This design comes from an exercise in tuning for small area, a short achievable clock period and few clock cycles per item on the open sky130 flow, not from production work. Only simulation tests tie the RTL to the original design; equivalence was not proved.

==> inputs of delta <==
==> flow/design.v (excerpt) <==
module table_curve_interpolator_unit #(
  parameter int MaxPoints = tci_pkg::MaxPointsDefault
) (
  input  logic                              clk,
  input  logic                              rst,
  input  logic                              in_valid,
  output logic                              in_stall,
  input  tci_pkg::in_item_t                 in_data,
  output logic                              out_valid,
  input  logic                              out_stall,
  output tci_pkg::out_item_t                out_data,
  input  logic                              cfg_we,
  input  logic [tci_pkg::CfgIndexWidth-1:0] cfg_index,
  input  logic [tci_pkg::CfgWidth-1:0]      cfg_data
);
clock: 13.0 ns
lec_check: 0
abc_clock_period_in_ps: 6500
cap_margin: 20
core_margin: 2
core_utilization: 50
setup_slack_margin: 5
slew_margin: 20
run.sh (not shown) runs the stock make flow with config.mk's settings and CLKGATE_MAP_FILE= SYNTH_SCRIPT=/design/flow/synth_recipe.tcl, a recipe that flattens the netlist after the stock synthesis.
==> zinc (differences from delta) <==
--- a/flow/design.v
+++ b/flow/design.v
@@ -161,35 +161,48 @@
       ca = '0; cb = '0;
       cc = 18'(f <<< 1);
     end
     cdv = (dsel == 2'd2) ? p2 : p1;
   end
 endmodule
+module tci_benc (
+  input  logic [15:0] t,
+  output logic [26:0] enc         
+);
+  logic [17:0] tt;
+  assign tt = {2'b00, t};
+  always_comb begin
+    for (int j = 0; j < 9; j++) begin
+      logic b2, b1, b0;
+      b2 = tt[2*j+1]; b1 = tt[2*j]; b0 = (j == 0) ? 1'b0 : tt[2*j-1];
+      enc[3*j]   = b1 ^ b0;
+      enc[3*j+1] = (b2 & ~b1 & ~b0) | (~b2 & b1 & b0);
+      enc[3*j+2] = b2 & ~(b1 & b0);
+    end
+  end
+endmodule
 module tci_bmul #(parameter int W = 36, parameter int N = 53) (
   input  logic signed [W-1:0] h,
-  input  logic [15:0]         t,
+  input  logic [26:0]         enc,    
   input  logic [N-1:0]        addend,
   output logic [N-1:0]        sum
 );
   localparam int NR = 9;
-  logic [17:0] tt;
-  assign tt = {2'b00, t};
   logic [N-1:0] rows [NR];
   logic [N-1:0] negs;
   logic [N-1:0] kc;
   always_comb begin
     negs = '0;
     kc = '0;
     for (int j = 0; j < NR; j++) begin
-      logic b2, b1, b0, neg, one, two;
+      logic neg, one, two;
       logic [W:0] pp;
       logic [W:0] hx;
-      b2 = tt[2*j+1]; b1 = tt[2*j]; b0 = (j == 0) ? 1'b0 : tt[2*j-1];
-      neg = b2 & ~(b1 & b0);
-      one = b1 ^ b0;
-      two = (b2 & ~b1 & ~b0) | (~b2 & b1 & b0);
+      one = enc[3*j];
+      two = enc[3*j+1];
+      neg = enc[3*j+2];
       hx = {h[W-1], h};
       for (int i = 0; i <= W; i++) begin
         pp[i] = ((one & hx[i]) | (two & ((i == 0) ? 1'b0 : hx[i-1]))) ^ neg;
       end
       pp[W] = ~pp[W];
       rows[j] = N'(pp) << (2*j);
@@ -248,13 +261,13 @@
   input  logic [tci_pkg::CfgIndexWidth-1:0] cfg_index,
   input  logic [tci_pkg::CfgWidth-1:0]      cfg_data
 );
   localparam int R4    = 2;               
   localparam int DST   = 8 / R4;          
   localparam int YRD   = DST - 2;         
-  localparam int CRED  = 12;              
+  localparam int CRED  = 11;              
   localparam int FD    = CRED - 1;        
   logic [6:0] points_in_use;
   logic       interp_mode;
   always_ff @(posedge clk) begin
     if (rst) begin
       points_in_use <= 7'd2;
@@ -308,82 +321,77 @@
   logic        s_below, s_above;
   logic [62:0] s_cond;
   tci_front u_front (
     .q(in_data.query_x), .xs, .seg_mask, .last_oh,
     .below(s_below), .above(s_above), .cond(s_cond)
   );
-  logic        b_v, b_below, b_above;
-  logic [15:0] b_q;
-  logic [62:0] b_cond;
-  always_ff @(posedge clk) begin
-    if (rst) b_v <= 1'b0;
-    else     b_v <= acc && isq;
-    b_q     <= in_data.query_x;
-    b_below <= s_below;
-    b_above <= s_above;
-    b_cond  <= s_cond;
-  end
   logic [62:0] first;
   logic        found;
   logic [31:0] rowE, rowO;
   logic        par;
-  logic [15:0] xE, xO;
   logic [5:0]  seg_bin;
-  assign first = b_cond & (~b_cond + 63'd1);
-  assign found = |b_cond;
+  assign first = s_cond & (~s_cond + 63'd1);
+  assign found = |s_cond;
   always_comb begin
     for (int r = 0; r < 32; r++) begin
       rowE[r] = first[2*r] | ((r > 0) ? first[2*r-1] : 1'b0);
       rowO[r] = first[2*r] | ((r < 31) ? first[2*r+1] : 1'b0);
     end
     par = 1'b0;
     for (int r = 0; r < 31; r++) par = par | first[2*r+1];
-    xE = '0;
-    xO = '0;
-    for (int r = 0; r < 32; r++) begin
-      xE = xE | ({16{rowE[r]}} & xs[(2*r)*16 +: 16]);
-      xO = xO | ({16{rowO[r]}} & xs[(2*r+1)*16 +: 16]);
-    end
     seg_bin = '0;
     for (int i = 0; i < 63; i++) seg_bin = seg_bin | ({6{first[i]}} & 6'(i));
   end
-  logic        c_v, c_in;
-  logic [15:0] c_q, c_x1, c_x2;
-  logic [5:0]  c_s;
-  logic [1:0]  c_code;
+  logic        b_v, b_below, b_above, b_found, b_par;
+  logic [15:0] b_q;
+  logic [31:0] b_rowE, b_rowO;
+  logic [5:0]  b_seg;
   always_ff @(posedge clk) begin
-    if (rst) c_v <= 1'b0;
-    else     c_v <= b_v;
-    c_q  <= b_q;
-    c_x1 <= par ? xO : xE;
-    c_x2 <= par ? xE : xO;
-    c_in <= 1'b0;
-    if (b_below) begin
-      c_s <= 6'd0;  c_code <= tci_pkg::POS_LOW;
-    end else if (b_above || !found) begin
-      c_s <= n_m1;  c_code <= tci_pkg::POS_HIGH;
-    end else begin
-      c_s <= seg_bin; c_code <= tci_pkg::POS_INSIDE; c_in <= 1'b1;
+    if (rst) b_v <= 1'b0;
+    else     b_v <= acc && isq;
+    b_q     <= in_data.query_x;
+    b_below <= s_below;
+    b_above <= s_above;
+    b_found <= found;
+    b_par   <= par;
+    b_rowE  <= rowE;
+    b_rowO  <= rowO;
+    b_seg   <= seg_bin;
+  end
+  logic [15:0] xE, xO, x1, x2;
+  always_comb begin
+    xE = '0;
+    xO = '0;
+    for (int r = 0; r < 32; r++) begin
+      xE = xE | ({16{b_rowE[r]}} & xs[(2*r)*16 +: 16]);
+      xO = xO | ({16{b_rowO[r]}} & xs[(2*r+1)*16 +: 16]);
     end
   end
+  assign x1 = b_par ? xO : xE;
+  assign x2 = b_par ? xE : xO;
   logic        dd_v;
   logic [15:0] dd_d, dd_den;
   logic [17:0] dd_den3;
   logic [5:0]  dd_s;
   logic [1:0]  dd_code, dd_dsel;
-  logic [15:0] den_c;
-  assign den_c = c_x2 - c_x1;
+  logic        b_in;
+  assign b_in = !b_below && !b_above && b_found;
   always_ff @(posedge clk) begin
     if (rst) dd_v <= 1'b0;
-    else     dd_v <= c_v;
-    dd_d    <= c_q - c_x1;
-    dd_den  <= den_c;
-    dd_den3 <= {2'b00, den_c} + {1'b0, den_c, 1'b0};
-    dd_s    <= c_s;
-    dd_code <= c_code;
-    dd_dsel <= !c_in ? 2'd1 : (c_q == c_x1) ? 2'd1 : (c_q == c_x2) ? 2'd2 : 2'd0;
+    else     dd_v <= b_v;
+    dd_d    <= b_q - x1;
+    dd_den  <= x2 - x1;
+    dd_den3 <= {1'b0, x2, 1'b0} + {2'b00, x2} - {1'b0, x1, 1'b0} - {2'b00, x1};
+    if (b_below) begin
+      dd_s <= 6'd0;  dd_code <= tci_pkg::POS_LOW;
+    end else if (b_above || !b_found) begin
+      dd_s <= n_m1;  dd_code <= tci_pkg::POS_HIGH;
+    end else begin
+      dd_s <= b_seg; dd_code <= tci_pkg::POS_INSIDE;
+    end
+    dd_dsel <= !b_in ? 2'd1 : (b_q == x1) ? 2'd1 : (b_q == x2) ? 2'd2 : 2'd0;
   end
   logic        e_v   [DST+1];
   logic [15:0] e_r   [DST+1];
   logic [15:0] e_den [DST+1];
   logic [17:0] e_den3[DST+1];
   logic [15:0] e_t   [DST+1];
@@ -463,62 +471,66 @@
   assign y_v    = e_v[DST];
   assign y_t    = e_t[DST];
   assign y_code = e_code[DST];
   logic               m1_v;
   logic signed [35:0] m1_h;
   logic signed [17:0] m1_cc;
-  logic [15:0]        m1_cdv, m1_t;
+  logic [15:0]        m1_cdv;
+  logic [26:0]        m1_enc;
   logic [1:0]         m1_code;
-  logic [36:0] h1_full;
-  tci_bmul #(.W(20), .N(37)) u_m1 (
-    .h(y_ca), .t(y_t), .addend({y_cb[19], y_cb, 16'd0}), .sum(h1_full)
+  logic [35:0] h1_full;
+  logic [26:0] y_enc;
+  tci_benc u_enc (.t(y_t), .enc(y_enc));
+  tci_bmul #(.W(20), .N(36)) u_m1 (
+    .h(y_ca), .enc(y_enc), .addend({y_cb, 16'd0}), .sum(h1_full)
   );
   always_ff @(posedge clk) begin
     if (rst) m1_v <= 1'b0;
     else     m1_v <= y_v;
     m1_h    <= h1_full[35:0];
     m1_cc   <= y_cc;
     m1_cdv  <= y_cdv;
-    m1_t    <= y_t;
+    m1_enc  <= y_enc;
     m1_code <= y_code;
   end
   logic               m2_v;
   logic signed [34:0] m2_h;
-  logic [15:0]        m2_cdv, m2_t;
+  logic [15:0]        m2_cdv;
+  logic [26:0]        m2_enc;
   logic [1:0]         m2_code;
-  logic [52:0] h2_full;
-  tci_bmul #(.W(36), .N(53)) u_m2 (
-    .h(m1_h), .t(m1_t), .addend({{3{m1_cc[17]}}, m1_cc, 16'd0, 16'd32768}), .sum(h2_full)
+  logic [50:0] h2_full;
+  tci_bmul #(.W(36), .N(51)) u_m2 (
+    .h(m1_h), .enc(m1_enc), .addend({m1_cc[17], m1_cc, 16'd0, 16'd32768}), .sum(h2_full)
   );
   always_ff @(posedge clk) begin
     if (rst) m2_v <= 1'b0;
     else     m2_v <= m1_v;
     m2_h    <= h2_full[50:16];
     m2_cdv  <= m1_cdv;
-    m2_t    <= m1_t;
+    m2_enc  <= m1_enc;
     m2_code <= m1_code;
   end
-  logic [52:0] h3_full;
-  tci_bmul #(.W(35), .N(53)) u_m3 (
-    .h(m2_h), .t(m2_t), .addend({4'd0, m2_cdv, 1'b1, 16'd0, 16'd32768}), .sum(h3_full)
+  logic [51:0] h3_full;
+  tci_bmul #(.W(35), .N(52)) u_m3 (
+    .h(m2_h), .enc(m2_enc), .addend({3'd0, m2_cdv, 1'b1, 16'd0, 16'd32768}), .sum(h3_full)
   );
   logic               m3_v;
-  logic signed [19:0] m3_val;
+  logic signed [18:0] m3_val;
   logic [1:0]         m3_code;
   always_ff @(posedge clk) begin
     if (rst) m3_v <= 1'b0;
     else     m3_v <= m2_v;
-    m3_val  <= $signed(h3_full[52:33]);
+    m3_val  <= $signed(h3_full[51:33]);
     m3_code <= m2_code;
   end
   logic [17:0] v_sat;
   logic [19:0] r_data;
   logic        r_v;
   always_comb begin
-    if (m3_val < -20'sd131072)     v_sat = 18'h20000;
-    else if (m3_val > 20'sd131071) v_sat = 18'h1ffff;
+    if (m3_val < -19'sd131072)     v_sat = 18'h20000;
+    else if (m3_val > 19'sd131071) v_sat = 18'h1ffff;
     else                           v_sat = m3_val[17:0];
   end
   assign r_v    = m3_v;
   assign r_data = {v_sat, m3_code};
   logic [19:0] fifo [FD];
   logic [3:0]  wp, rp;
@@ -540,10 +552,10 @@
       fcnt <= fcnt + 5'(push) - 5'(pop);
     end
     if (head_free) out_data <= (fcnt != '0) ? fifo[rp] : r_data;
     if (push) fifo[wp] <= r_data;
   end
   always_comb begin
-    ld_block = b_v || c_v || dd_v;
+    ld_block = b_v || dd_v;
     for (int k = 1; k <= YRD; k++) ld_block = ld_block || e_v[k];
   end
 endmodule
- CTS_BUF_LIST: default -> sky130_fd_sc_hd__clkbuf_8
==> lagoon (differences from delta) <==
--- a/flow/design.v
+++ b/flow/design.v
@@ -161,35 +161,48 @@
       ca = '0; cb = '0;
       cc = 18'(f <<< 1);
     end
     cdv = (dsel == 2'd2) ? p2 : p1;
   end
 endmodule
+module tci_benc (
+  input  logic [15:0] t,
+  output logic [26:0] enc         
+);
+  logic [17:0] tt;
+  assign tt = {2'b00, t};
+  always_comb begin
+    for (int j = 0; j < 9; j++) begin
+      logic b2, b1, b0;
+      b2 = tt[2*j+1]; b1 = tt[2*j]; b0 = (j == 0) ? 1'b0 : tt[2*j-1];
+      enc[3*j]   = b1 ^ b0;
+      enc[3*j+1] = (b2 & ~b1 & ~b0) | (~b2 & b1 & b0);
+      enc[3*j+2] = b2 & ~(b1 & b0);
+    end
+  end
+endmodule
 module tci_bmul #(parameter int W = 36, parameter int N = 53) (
   input  logic signed [W-1:0] h,
-  input  logic [15:0]         t,
+  input  logic [26:0]         enc,    
   input  logic [N-1:0]        addend,
   output logic [N-1:0]        sum
 );
   localparam int NR = 9;
-  logic [17:0] tt;
-  assign tt = {2'b00, t};
   logic [N-1:0] rows [NR];
   logic [N-1:0] negs;
   logic [N-1:0] kc;
   always_comb begin
     negs = '0;
     kc = '0;
     for (int j = 0; j < NR; j++) begin
-      logic b2, b1, b0, neg, one, two;
+      logic neg, one, two;
       logic [W:0] pp;
       logic [W:0] hx;
-      b2 = tt[2*j+1]; b1 = tt[2*j]; b0 = (j == 0) ? 1'b0 : tt[2*j-1];
-      neg = b2 & ~(b1 & b0);
-      one = b1 ^ b0;
-      two = (b2 & ~b1 & ~b0) | (~b2 & b1 & b0);
+      one = enc[3*j];
+      two = enc[3*j+1];
+      neg = enc[3*j+2];
       hx = {h[W-1], h};
       for (int i = 0; i <= W; i++) begin
         pp[i] = ((one & hx[i]) | (two & ((i == 0) ? 1'b0 : hx[i-1]))) ^ neg;
       end
       pp[W] = ~pp[W];
       rows[j] = N'(pp) << (2*j);
@@ -463,62 +476,66 @@
   assign y_v    = e_v[DST];
   assign y_t    = e_t[DST];
   assign y_code = e_code[DST];
   logic               m1_v;
   logic signed [35:0] m1_h;
   logic signed [17:0] m1_cc;
-  logic [15:0]        m1_cdv, m1_t;
+  logic [15:0]        m1_cdv;
+  logic [26:0]        m1_enc;
   logic [1:0]         m1_code;
-  logic [36:0] h1_full;
-  tci_bmul #(.W(20), .N(37)) u_m1 (
-    .h(y_ca), .t(y_t), .addend({y_cb[19], y_cb, 16'd0}), .sum(h1_full)
+  logic [35:0] h1_full;
+  logic [26:0] y_enc;
+  tci_benc u_enc (.t(y_t), .enc(y_enc));
+  tci_bmul #(.W(20), .N(36)) u_m1 (
+    .h(y_ca), .enc(y_enc), .addend({y_cb, 16'd0}), .sum(h1_full)
   );
   always_ff @(posedge clk) begin
     if (rst) m1_v <= 1'b0;
     else     m1_v <= y_v;
     m1_h    <= h1_full[35:0];
     m1_cc   <= y_cc;
     m1_cdv  <= y_cdv;
-    m1_t    <= y_t;
+    m1_enc  <= y_enc;
     m1_code <= y_code;
   end
   logic               m2_v;
   logic signed [34:0] m2_h;
-  logic [15:0]        m2_cdv, m2_t;
+  logic [15:0]        m2_cdv;
+  logic [26:0]        m2_enc;
   logic [1:0]         m2_code;
-  logic [52:0] h2_full;
-  tci_bmul #(.W(36), .N(53)) u_m2 (
-    .h(m1_h), .t(m1_t), .addend({{3{m1_cc[17]}}, m1_cc, 16'd0, 16'd32768}), .sum(h2_full)
+  logic [50:0] h2_full;
+  tci_bmul #(.W(36), .N(51)) u_m2 (
+    .h(m1_h), .enc(m1_enc), .addend({m1_cc[17], m1_cc, 16'd0, 16'd32768}), .sum(h2_full)
   );
   always_ff @(posedge clk) begin
     if (rst) m2_v <= 1'b0;
     else     m2_v <= m1_v;
     m2_h    <= h2_full[50:16];
     m2_cdv  <= m1_cdv;
-    m2_t    <= m1_t;
+    m2_enc  <= m1_enc;
     m2_code <= m1_code;
   end
-  logic [52:0] h3_full;
-  tci_bmul #(.W(35), .N(53)) u_m3 (
-    .h(m2_h), .t(m2_t), .addend({4'd0, m2_cdv, 1'b1, 16'd0, 16'd32768}), .sum(h3_full)
+  logic [51:0] h3_full;
+  tci_bmul #(.W(35), .N(52)) u_m3 (
+    .h(m2_h), .enc(m2_enc), .addend({3'd0, m2_cdv, 1'b1, 16'd0, 16'd32768}), .sum(h3_full)
   );
   logic               m3_v;
-  logic signed [19:0] m3_val;
+  logic signed [18:0] m3_val;
   logic [1:0]         m3_code;
   always_ff @(posedge clk) begin
     if (rst) m3_v <= 1'b0;
     else     m3_v <= m2_v;
-    m3_val  <= $signed(h3_full[52:33]);
+    m3_val  <= $signed(h3_full[51:33]);
     m3_code <= m2_code;
   end
   logic [17:0] v_sat;
   logic [19:0] r_data;
   logic        r_v;
   always_comb begin
-    if (m3_val < -20'sd131072)     v_sat = 18'h20000;
-    else if (m3_val > 20'sd131071) v_sat = 18'h1ffff;
+    if (m3_val < -19'sd131072)     v_sat = 18'h20000;
+    else if (m3_val > 19'sd131071) v_sat = 18'h1ffff;
     else                           v_sat = m3_val[17:0];
   end
   assign r_v    = m3_v;
   assign r_data = {v_sat, m3_code};
   logic [19:0] fifo [FD];
   logic [3:0]  wp, rp;
==> comparison <==
Between delta and lagoon, the lower first-iteration DRC count is in lagoon (gap 5.5%, measured against lagoon). Of lagoon and zinc, zinc has the higher cell count (gap 2.5%, measured against zinc). Between delta and zinc, the lower maximum frequency is in zinc (gap about 1.5%, measured against zinc). delta passed the timing, design-rule and antenna checks. zinc finished clean. lagoon produced a clean layout. Of delta and lagoon, lagoon has the higher hold slack (gap 0.010 ns). Between zinc and delta, the lower register-to-register slack is in zinc (gap 0.08 ns).
Testbench counts of delta, summed over its fixed seeds: cycles 3,776, items 3,072.
Testbench counts of zinc, summed over its fixed seeds: cycles 3,712, items 3,072.
Testbench counts of lagoon, summed over its fixed seeds: cycles 3,776, items 3,072.

-- afterwards: timing with drivers on the ports --
No port has a modelled driver above. Below, the same layouts with a new extraction and two added sets of constraints.
Step 1, drivers: a clkbuf_16 drives clk and a buf_2 each remaining input, both assumed.
Step 2, shift: input delay + t, output delay - t, t = (earliest + latest rising clock arrival at the registers) / 2. This alone moves slack from input paths to output paths.
Three values: ideal ports, drivers, drivers and shift; two values: the first two.
run | t, ns | setup slack, ns | hold WS [ns] | latest minus earliest clock arrival (ns) | worst data-port slew with drivers (ns)
delta | 1.045 | 5.318 / 5.318 / 5.147 | 0.311 / 0.311 / 0.311 | 0.090 / 0.090 | 0.26
zinc | 1.346 | 5.204 / 5.238 / 3.942 | 0.309 / 0.309 / 0.309 | 0.116 / 0.116 | 0.21
lagoon | 1.050 | 5.365 / 5.365 / 5.365 | 0.321 / 0.321 / 0.321 | 0.085 / 0.085 | 0.12
After both steps every run listed still meets setup and hold. The setup slack of zinc, which loses most, moves by +0.034 ns with the drivers and by -1.262 ns with both steps.
